Context: an optimization exercise on an open-source flow, tuned for small area and few clock cycles per item. The choices shown serve that exercise and are no tape-out recipe.
Function was checked by simulation only, so behaviour that the tests miss may differ from the original.

## run 1
Design invsqrt_top, start of the top module:
module invsqrt_top (
    input  logic        i_clk,
    input  logic        i_arst_n,
    input  logic        i_valid,
    output logic        o_ready,
    input  logic [31:0] i_x,
    output logic        o_valid,
    input  logic        i_ready,
    output logic [31:0] o_result,
    output logic        o_invalid_op,
    output logic        o_divide_by_zero
);
    localparam int K    = 7;
    logic [31:0] x;
    logic        x_valid;
    logic        out_ready;
    logic [31:0] x_q;
    logic        x_valid_q;
    assign o_ready = !x_valid_q || out_ready;
    assign x       = x_q;
    assign x_valid = x_valid_q;
    always_ff @(posedge i_clk or negedge i_arst_n) begin
        if (!i_arst_n) begin
            x_valid_q <= 1'b0;
        end else if (o_ready) begin
            x_valid_q <= i_valid;
        end
    end
    always_ff @(posedge i_clk) begin
        if (o_ready) begin
            x_q <= i_x;
        end
    end
    logic [31:0] x_in;
    assign x_in = i_x;
    logic [8:0] u;
    logic sqc_1, sqc_2, sqc_3, sqc_4, sqc_5, sqc_6, sqc_7, sqc_8, sqc_9, sqc_10, sqc_11, sqc_12, sqc_13, sqc_14, sqc_15, sqc_16, sqc_17, sqc_18, sqc_19, sqc_20, sqc_21, sqc_22, sqc_23, sqc_24, sqc_25, sqc_26, sqc_27, sqc_28, sqc_29, sqc_30, sqc_31, sqc_32, sqc_33, sqc_34;
    logic [9:0] sq_a;
    logic [9:0] sq_b;
    logic [10:0] sq;
    logic [7:0] z_d;
    assign u = x_in[14:6] ^ {9{~x_in[15]}};
    assign sqc_1 = u[4] ^ u[8] ^ (u[0] & u[7]);
    assign sqc_2 = (u[4] & u[8]) | (u[4] & (u[0] & u[7])) | (u[8] & (u[0] & u[7]));
    assign sqc_3 = (u[0] & u[8]) ^ (u[1] & u[7]);
    assign sqc_4 = (u[0] & u[8]) & (u[1] & u[7]);
    assign sqc_5 = u[5] ^ (u[1] & u[8]) ^ (u[2] & u[7]);
    assign sqc_6 = (u[5] & (u[1] & u[8])) | (u[5] & (u[2] & u[7])) | ((u[1] & u[8]) & (u[2] & u[7]));
    assign sqc_7 = u[7] ^ (u[0] & u[6]);
    assign sqc_8 = u[7] & (u[0] & u[6]);
    assign sqc_9 = (u[1] & u[6]) ^ (u[2] & u[5]) ^ (u[3] & u[4]);
    assign sqc_10 = ((u[1] & u[6]) & (u[2] & u[5])) | ((u[1] & u[6]) & (u[3] & u[4])) | ((u[2] & u[5]) & (u[3] & u[4]));
    assign sqc_11 = (u[2] & u[6]) ^ (u[3] & u[5]) ^ sqc_3;
    assign sqc_12 = ((u[2] & u[6]) & (u[3] & u[5])) | ((u[2] & u[6]) & sqc_3) | ((u[3] & u[5]) & sqc_3);
    assign sqc_13 = (u[3] & u[6]) ^ (u[4] & u[5]) ^ sqc_4;
    assign sqc_14 = ((u[3] & u[6]) & (u[4] & u[5])) | ((u[3] & u[6]) & sqc_4) | ((u[4] & u[5]) & sqc_4);
  ...
Settings: LEC_CHECK=0, ABC_AREA=1, CAP_MARGIN=25, CORE_MARGIN=2, CORE_UTILIZATION=22, CTS_BUF_LIST=sky130_fd_sc_hd__clkbuf_4 sky130_fd_sc_hd__clkbuf_8, PLACE_DENSITY=0.3, SETUP_SLACK_MARGIN=0.1, SLEW_MARGIN=25; clock period 10.5 ns.
run.sh (not shown) runs the stock make flow with config.mk's settings and CLKGATE_MAP_FILE= SYNTH_SCRIPT=/design/flow/synth_recipe.tcl, a recipe that flattens the netlist after the stock synthesis.
Run 1: flow completed, timing, DRC and antenna clean
Testbench counts of run 1, summed over its fixed seeds: cycles 32,016, items 32,000.
## Diff of input files: run 2 against run 1
Settings: CTS_BUF_LIST: sky130_fd_sc_hd__clkbuf_4 sky130_fd_sc_hd__clkbuf_8 -> unset; CAP_MARGIN: 25 -> 35; SETUP_SLACK_MARGIN: 0.1 -> 0.35; SLEW_MARGIN: 25 -> 35.
==> comparison <==
- Setup slack on the worst flop-to-flop path: run 2 and run 1 compared, higher one is run 2
- Run 2 has more setup slack than run 1.
- Worst setup timing slack at the placement stage: higher on run 1
- The total length of routed met2 wires reported for run 2 is smaller than that of run 1 by 510 um.
- Latest clock arrival within the worst-skew pair | run 2 below run 1
- Run 2 against run 1.

---

Another version of the RTL of invsqrt_top (not shown whole).
Size: ~2300 cells after synthesis, roughly 72 I/O pins, ~17000 µm² of cells after synthesis.
clock: 10.5 ns
lec_check: 0
abc_area: 1
cap_margin: 20
core_margin: 2
core_utilization: 22
gpl_timing_driven: 0
place_density: 0.3
setup_slack_margin: 0.05
slew_margin: 20
standard.sh (not shown) runs the stock make flow with config.mk's settings and CLKGATE_MAP_FILE= SYNTH_SCRIPT=/design/flow/synth_recipe.tcl, a recipe that flattens the netlist after the stock synthesis.
==> flow/flow/run.sh <==
#!/bin/bash
# Standard layout, with one extra netlist step between synthesis and floorplan:
# flow/fixinv.py pushes inverters through full-adder cells (a full adder is
# self-dual), which removes inverters and leaves the logic, registers and ports as
# they were. Each tool's output goes to a log file in this folder.
set -euo pipefail
cp standard.sh log_standard_sh.txt
bash standard.sh synth > log_synth.txt 2>&1
R=$(dirname "$(find orfs/results -name 1_2_yosys.v | head -1)")
cp "$R/1_2_yosys.v" log_1_2_yosys_std.v.txt
python3 flow/fixinv.py "$R/1_2_yosys.v" "$R/1_2_yosys.fix.v" > log_fixinv.txt 2>&1
cp "$R/1_2_yosys.fix.v" "$R/1_2_yosys.v"
rm -f "$R/1_synth.odb"
bash standard.sh finish > log_finish.txt 2>&1
==> flow/flow/fixinv.py <==
#!/usr/bin/env python3
"""Push inverters through full adders in a flat sky130 netlist.

A full adder is self-dual: FA(~a,~b,~c) = (~sum, ~cout). Each fa cell may
therefore be fed complemented inputs, which complements its outputs. This script
chooses, per full adder, the polarity that needs the fewest inverters, then
rebuilds the inverters (one per signal that is needed complemented). Logic
function, registers and ports are unchanged.
usage: fixinv.py IN.v OUT.v
"""
import re, sys
from collections import defaultdict

OUTPINS = {'X', 'Y', 'Q', 'Q_N', 'SUM', 'COUT', 'HI', 'LO'}

def main(src, dst):
    lines = open(src).read().split('\n')
    head, insts, tail = [], [], []
    i = 0
    while i < len(lines) and not re.match(r'^\s+sky130_fd_sc_hd__\w+ \S', lines[i]):
        head.append(lines[i]); i += 1
    while i < len(lines):
        m = re.match(r'^\s+(sky130_fd_sc_hd__\w+) (.+?) \($', lines[i])
        if not m:
            break
        typ, name = m.group(1), m.group(2)
        pins = []
        i += 1
        while not re.match(r'^\s+\);$', lines[i]):
            pm = re.match(r'^\s+\.(\w+)\((.*)\),?$', lines[i])
            pins.append([pm.group(1), pm.group(2)])
            i += 1
        i += 1
        insts.append([typ, name, pins])
    tail = lines[i:]
    # ports
    ports = set()
    for l in head:
        m = re.match(r'^\s+(input|output)\s+(\[\d+:\d+\]\s+)?(\S+);', l)
        if m:
            ports.add(m.group(3))
    def isport(net):
        b = net.split('[')[0].strip()
        return b in ports
    isinv = lambda t: re.match(r'sky130_fd_sc_hd__(clk)?inv(lp)?_\d+$', t) is not None
    isfa = lambda t: re.match(r'sky130_fd_sc_hd__fa_\d+$', t) is not None
    drv = {}
    for k, (t, n, pins) in enumerate(insts):
        for p, net in pins:
            if p in OUTPINS:
                drv[net] = (k, p)
    # inverters kept as they are: those driving a port
    keep = set()
    for k, (t, n, pins) in enumerate(insts):
        if isinv(t):
            y = [net for p, net in pins if p == 'Y'][0]
            if isport(y):
                keep.add(k)
    def base(net):
        par = 0
        seen = 0
        while net in drv and isinv(insts[drv[net][0]][0]) and drv[net][0] not in keep:
            a = [x for p, x in insts[drv[net][0]][2] if p == 'A'][0]
            net = a; par ^= 1; seen += 1
            if seen > 50: break
        return net, par
    # consumers: (inst k, pin index) -> (source net, parity)
    cons = []
    for k, (t, n, pins) in enumerate(insts):
        if isinv(t) and k not in keep:
            continue
        for pi, (p, net) in enumerate(pins):
            if p in OUTPINS:
                continue
            if net.startswith("1'b") or net == '':
                continue
            s, par = base(net)
            cons.append((k, pi, s, par))
    fa_idx = [k for k, (t, n, p) in enumerate(insts) if isfa(t)]
    flip = defaultdict(int)
    srcflip = lambda s: flip[drv[s][0]] if (s in drv and isfa(insts[drv[s][0]][0])) else 0
    by_src = defaultdict(list)
    by_inst = defaultdict(list)
    for c in cons:
        by_src[c[2]].append(c)
        by_inst[c[0]].append(c)
    def req(c):
        k, pi, s, par = c
        r = par ^ srcflip(s)
        if isfa(insts[k][0]) and insts[k][2][pi][0] in ('A', 'B', 'CIN'):
            r ^= flip[k]
        return r
    def need(s):
        return any(req(c) for c in by_src[s])
    def outnets(k):
        return [net for p, net in insts[k][2] if p in ('SUM', 'COUT')]
    def affected(k):
        ss = set(c[2] for c in by_inst[k])
        ss.update(outnets(k))
        return ss
    before = sum(1 for s in by_src if need(s))
    import random, math
    rng = random.Random(12345)
    def greedy():
        changed = True; rounds = 0
        while changed and rounds < 50:
            changed = False; rounds += 1
            for k in fa_idx:
                A = affected(k)
                c0 = sum(1 for s in A if need(s))
                flip[k] ^= 1
                c1 = sum(1 for s in A if need(s))
                if c1 < c0:
                    changed = True
                else:
                    flip[k] ^= 1
    greedy()
    best = sum(1 for s in by_src if need(s)); bestflip = dict(flip)
    cur = best
    # simulated annealing over single full-adder flips
    T = 1.0
    steps = 40000
    for it in range(steps):
        k = fa_idx[rng.randrange(len(fa_idx))]
        A = affected(k)
        c0 = sum(1 for s in A if need(s))
        flip[k] ^= 1
        c1 = sum(1 for s in A if need(s))
        d = c1 - c0
        if d <= 0 or rng.random() < math.exp(-d / T):
            cur += d
            if cur < best:
                best = cur; bestflip = dict(flip)
        else:
            flip[k] ^= 1
        T = max(0.05, 1.0 * (1 - it / steps))
    flip.clear(); flip.update(bestflip)
    greedy()
    after = sum(1 for s in by_src if need(s))
    # rebuild
    invnet = {}
    newinst = []
    cnt = 0
    for s in sorted(by_src):
        if need(s):
            cnt += 1
            nn = 'fxinv_n%d' % cnt
            invnet[s] = nn
            newinst.append(['sky130_fd_sc_hd__inv_1', 'fxinv_%d' % cnt, [['A', s], ['Y', nn]]])
    for c in cons:
        k, pi, s, par = c
        insts[k][2][pi][1] = invnet[s] if req(c) else s
    out = [x for k, x in enumerate(insts) if not (isinv(x[0]) and k not in keep)]
    out += newinst
    # nets still used
    used = set()
    for t, n, pins in out:
        for p, net in pins:
            used.add(net)
    nh = []
    for l in head:
        m = re.match(r'^\s+wire\s+(\S+);$', l)
        if m and not isport(m.group(1)) and m.group(1) not in used and not m.group(1).startswith('['):
            continue
        nh.append(l)
    # insert new wire declarations before first instance
    for k in range(1, cnt + 1):
        nh.append('  wire fxinv_n%d;' % k)
    res = nh[:]
    for t, n, pins in out:
        res.append('  %s %s (' % (t, n))
        for j, (p, net) in enumerate(pins):
            res.append('    .%s(%s)%s' % (p, net, ',' if j < len(pins) - 1 else ''))
        res.append('  );')
    res += tail
    open(dst, 'w').write('\n'.join(res))
    ninv_old = sum(1 for t, n, p in insts if isinv(t))
    print('full adders %d, flipped %d, inverters %d -> %d (needed before %d, after %d, kept %d)'
          % (len(fa_idx), sum(flip[k] for k in fa_idx), ninv_old, cnt + len(keep), before, after, len(keep)))

if __name__ == '__main__':
    main(sys.argv[1], sys.argv[2])
The first run completed with no timing, DRC or antenna violations.
Testbench counts at the start, summed over its fixed seeds: cycles 32,016, items 32,000.
Edit:
--- a/flow/flow/run.sh
+++ b/flow/flow/run.sh
@@ -2,3 +2,4 @@
 # Standard layout, with one extra netlist step between synthesis and floorplan:
-# flow/fixinv.py pushes inverters through full-adder cells (a full adder is
+# flow/fixinv.py drops the buffers synthesis left in (placement re-buffers the nets
+# that need it) and pushes inverters through full-adder cells (a full adder is
 # self-dual), which removes inverters and leaves the logic, registers and ports as
--- a/flow/flow/fixinv.py
+++ b/flow/flow/fixinv.py
@@ -46,2 +46,29 @@
     isfa = lambda t: re.match(r'sky130_fd_sc_hd__fa_\d+$', t) is not None
+    # optional: drop the buffers synthesis left in (not those driving a port);
+    # the placer's repair re-buffers the nets that need it
+    import os
+    nbuf = 0
+    if os.environ.get('FIXINV_NOBUF', '1') == '1':
+        isbuf = lambda t: re.match(r'sky130_fd_sc_hd__(clk)?buf_\d+$', t) is not None
+        alias = {}
+        keepi = []
+        for t, n, pins in insts:
+            if isbuf(t):
+                a = [x for p, x in pins if p == 'A'][0]
+                y = [x for p, x in pins if p == 'X'][0]
+                if not isport(y):
+                    alias[y] = a
+                    nbuf += 1
+                    continue
+            keepi.append([t, n, pins])
+        def res(x):
+            seen = 0
+            while x in alias and seen < 100:
+                x = alias[x]; seen += 1
+            return x
+        for t, n, pins in keepi:
+            for pp in pins:
+                if pp[0] not in OUTPINS:
+                    pp[1] = res(pp[1])
+        insts[:] = keepi
     drv = {}
@@ -177,4 +204,4 @@
     ninv_old = sum(1 for t, n, p in insts if isinv(t))
-    print('full adders %d, flipped %d, inverters %d -> %d (needed before %d, after %d, kept %d)'
-          % (len(fa_idx), sum(flip[k] for k in fa_idx), ninv_old, cnt + len(keep), before, after, len(keep)))
+    print('buffers removed %d; full adders %d, flipped %d, inverters %d -> %d (needed before %d, after %d, kept %d)'
+          % (nbuf, len(fa_idx), sum(flip[k] for k in fa_idx), ninv_old, cnt + len(keep), before, after, len(keep)))
 
--- a/flow/config.mk
+++ b/flow/config.mk
@@ -8,8 +8,8 @@
 export ABC_AREA = 1
-export CAP_MARGIN = 20
+export CAP_MARGIN = 25
 export CORE_MARGIN = 2
-export CORE_UTILIZATION = 22
+export CORE_UTILIZATION = 35
 export GPL_TIMING_DRIVEN = 0
-export PLACE_DENSITY = 0.3
-export SETUP_SLACK_MARGIN = 0.05
-export SLEW_MARGIN = 20
+export PLACE_DENSITY = 0.45
+export SETUP_SLACK_MARGIN = 0.2
+export SLEW_MARGIN = 25
What happened: Worst setup slack gets better by 0.0089 ns. Maximum frequency hardly moves. Cell area shrinks by about 5%. Via count shrinks by 5.4%. Core utilization grows by 15 points. Hold slack gets better by 0.013 ns. Routed wire length shrinks by 30%.
Edit:
--- a/flow/flow/run.sh
+++ b/flow/flow/run.sh
@@ -2,4 +2,3 @@
 # Standard layout, with one extra netlist step between synthesis and floorplan:
-# flow/fixinv.py drops the buffers synthesis left in (placement re-buffers the nets
-# that need it) and pushes inverters through full-adder cells (a full adder is
+# flow/fixinv.py pushes inverters through full-adder cells (a full adder is
 # self-dual), which removes inverters and leaves the logic, registers and ports as
--- a/flow/flow/fixinv.py
+++ b/flow/flow/fixinv.py
@@ -46,29 +46,2 @@
     isfa = lambda t: re.match(r'sky130_fd_sc_hd__fa_\d+$', t) is not None
-    # optional: drop the buffers synthesis left in (not those driving a port);
-    # the placer's repair re-buffers the nets that need it
-    import os
-    nbuf = 0
-    if os.environ.get('FIXINV_NOBUF', '1') == '1':
-        isbuf = lambda t: re.match(r'sky130_fd_sc_hd__(clk)?buf_\d+$', t) is not None
-        alias = {}
-        keepi = []
-        for t, n, pins in insts:
-            if isbuf(t):
-                a = [x for p, x in pins if p == 'A'][0]
-                y = [x for p, x in pins if p == 'X'][0]
-                if not isport(y):
-                    alias[y] = a
-                    nbuf += 1
-                    continue
-            keepi.append([t, n, pins])
-        def res(x):
-            seen = 0
-            while x in alias and seen < 100:
-                x = alias[x]; seen += 1
-            return x
-        for t, n, pins in keepi:
-            for pp in pins:
-                if pp[0] not in OUTPINS:
-                    pp[1] = res(pp[1])
-        insts[:] = keepi
     drv = {}
@@ -204,4 +177,4 @@
     ninv_old = sum(1 for t, n, p in insts if isinv(t))
-    print('buffers removed %d; full adders %d, flipped %d, inverters %d -> %d (needed before %d, after %d, kept %d)'
-          % (nbuf, len(fa_idx), sum(flip[k] for k in fa_idx), ninv_old, cnt + len(keep), before, after, len(keep)))
+    print('full adders %d, flipped %d, inverters %d -> %d (needed before %d, after %d, kept %d)'
+          % (len(fa_idx), sum(flip[k] for k in fa_idx), ninv_old, cnt + len(keep), before, after, len(keep)))
 
--- a/flow/config.mk
+++ b/flow/config.mk
@@ -10,6 +10,6 @@
 export CORE_MARGIN = 2
-export CORE_UTILIZATION = 35
+export CORE_UTILIZATION = 22
 export GPL_TIMING_DRIVEN = 0
-export PLACE_DENSITY = 0.45
-export SETUP_SLACK_MARGIN = 0.2
+export PLACE_DENSITY = 0.3
+export SETUP_SLACK_MARGIN = 0.1
 export SLEW_MARGIN = 25
Result: The changed run finished with timing, DRC and antenna clean; final area rose by 4.9%; setup slack is worse by 0.030 ns; wire length rises by 43%; fmax hardly moves; via count is higher by 3.9%; synthesized area climbs by 2.8%; register-to-register slack gets worse by 0.03 ns.
Edit:
--- a/flow/flow/run.sh
+++ b/flow/flow/run.sh
@@ -2,5 +2,7 @@
 # Standard layout, with one extra netlist step between synthesis and floorplan:
-# flow/fixinv.py pushes inverters through full-adder cells (a full adder is
+# flow/fixinv.py drops the buffers synthesis left in (placement re-buffers the nets
+# that need it) and pushes inverters through full-adder cells (a full adder is
 # self-dual), which removes inverters and leaves the logic, registers and ports as
-# they were. Each tool's output goes to a log file in this folder.
+# they were. Every port gets its own buffer, as in the standard flow, but the
+# buffer is a buf_1 cell. Each tool's output goes to a log file in this folder.
 set -euo pipefail
@@ -13,2 +15,2 @@
 rm -f "$R/1_synth.odb"
-bash standard.sh finish > log_finish.txt 2>&1
+bash standard.sh finish "BUFFER_PORTS_ARGS=-buffer_cell sky130_fd_sc_hd__buf_1" > log_finish.txt 2>&1
--- a/flow/flow/fixinv.py
+++ b/flow/flow/fixinv.py
@@ -46,2 +46,29 @@
     isfa = lambda t: re.match(r'sky130_fd_sc_hd__fa_\d+$', t) is not None
+    # optional: drop the buffers synthesis left in (not those driving a port);
+    # the placer's repair re-buffers the nets that need it
+    import os
+    nbuf = 0
+    if os.environ.get('FIXINV_NOBUF', '1') == '1':
+        isbuf = lambda t: re.match(r'sky130_fd_sc_hd__(clk)?buf_\d+$', t) is not None
+        alias = {}
+        keepi = []
+        for t, n, pins in insts:
+            if isbuf(t):
+                a = [x for p, x in pins if p == 'A'][0]
+                y = [x for p, x in pins if p == 'X'][0]
+                if not isport(y):
+                    alias[y] = a
+                    nbuf += 1
+                    continue
+            keepi.append([t, n, pins])
+        def res(x):
+            seen = 0
+            while x in alias and seen < 100:
+                x = alias[x]; seen += 1
+            return x
+        for t, n, pins in keepi:
+            for pp in pins:
+                if pp[0] not in OUTPINS:
+                    pp[1] = res(pp[1])
+        insts[:] = keepi
     drv = {}
@@ -177,4 +204,4 @@
     ninv_old = sum(1 for t, n, p in insts if isinv(t))
-    print('full adders %d, flipped %d, inverters %d -> %d (needed before %d, after %d, kept %d)'
-          % (len(fa_idx), sum(flip[k] for k in fa_idx), ninv_old, cnt + len(keep), before, after, len(keep)))
+    print('buffers removed %d; full adders %d, flipped %d, inverters %d -> %d (needed before %d, after %d, kept %d)'
+          % (nbuf, len(fa_idx), sum(flip[k] for k in fa_idx), ninv_old, cnt + len(keep), before, after, len(keep)))
 
--- a/flow/config.mk
+++ b/flow/config.mk
@@ -10,6 +10,6 @@
 export CORE_MARGIN = 2
-export CORE_UTILIZATION = 22
+export CORE_UTILIZATION = 35
 export GPL_TIMING_DRIVEN = 0
-export PLACE_DENSITY = 0.3
-export SETUP_SLACK_MARGIN = 0.1
+export PLACE_DENSITY = 0.45
+export SETUP_SLACK_MARGIN = 0.2
 export SLEW_MARGIN = 25
Result: The changed run finished with timing, DRC and antenna clean. Utilization rises by 14 points. Cell area decreases by 6.9%. Die area goes down by 38%.

separate check: timing with driven ports:
No port has a modelled driver above. Below, the same layouts with a new extraction and two added sets of constraints. Step 1, drivers: a clkbuf_16 drives i_clk and a buf_2 each remaining input, both assumed. Step 2, shift: input delay + t, output delay - t, t = (earliest + latest rising clock arrival at the registers) / 2. This alone moves slack from input paths to output paths. Slacks: ideal / step 1 / step 2; pairs: ideal / step 1.
run	t, ns	setup WS [ns]	slew at the worst register clock pin (ns)	worst slew at a driven data input, ns	pins driven straight from the clock port
run 1	0.544	0.260 / 0.260 / 0.260	0.11 / 0.11	0.06	1
run 2	0.484	0.602 / 0.602 / 0.602	0.10 / 0.10	0.05	1
the first run of note 2	0.439	0.346 / 0.346 / 0.346	0.09 / 0.09	0.07	1
the second run of note 2	0.415	0.354 / 0.354 / 0.354	0.07 / 0.07	0.06	1
the third run of note 2	0.461	0.324 / 0.324 / 0.324	0.11 / 0.11	0.06	1
the fourth run of note 2	0.415	0.301 / 0.301 / 0.301	0.07 / 0.07	0.05	1
After both steps every run listed still meets setup and hold.
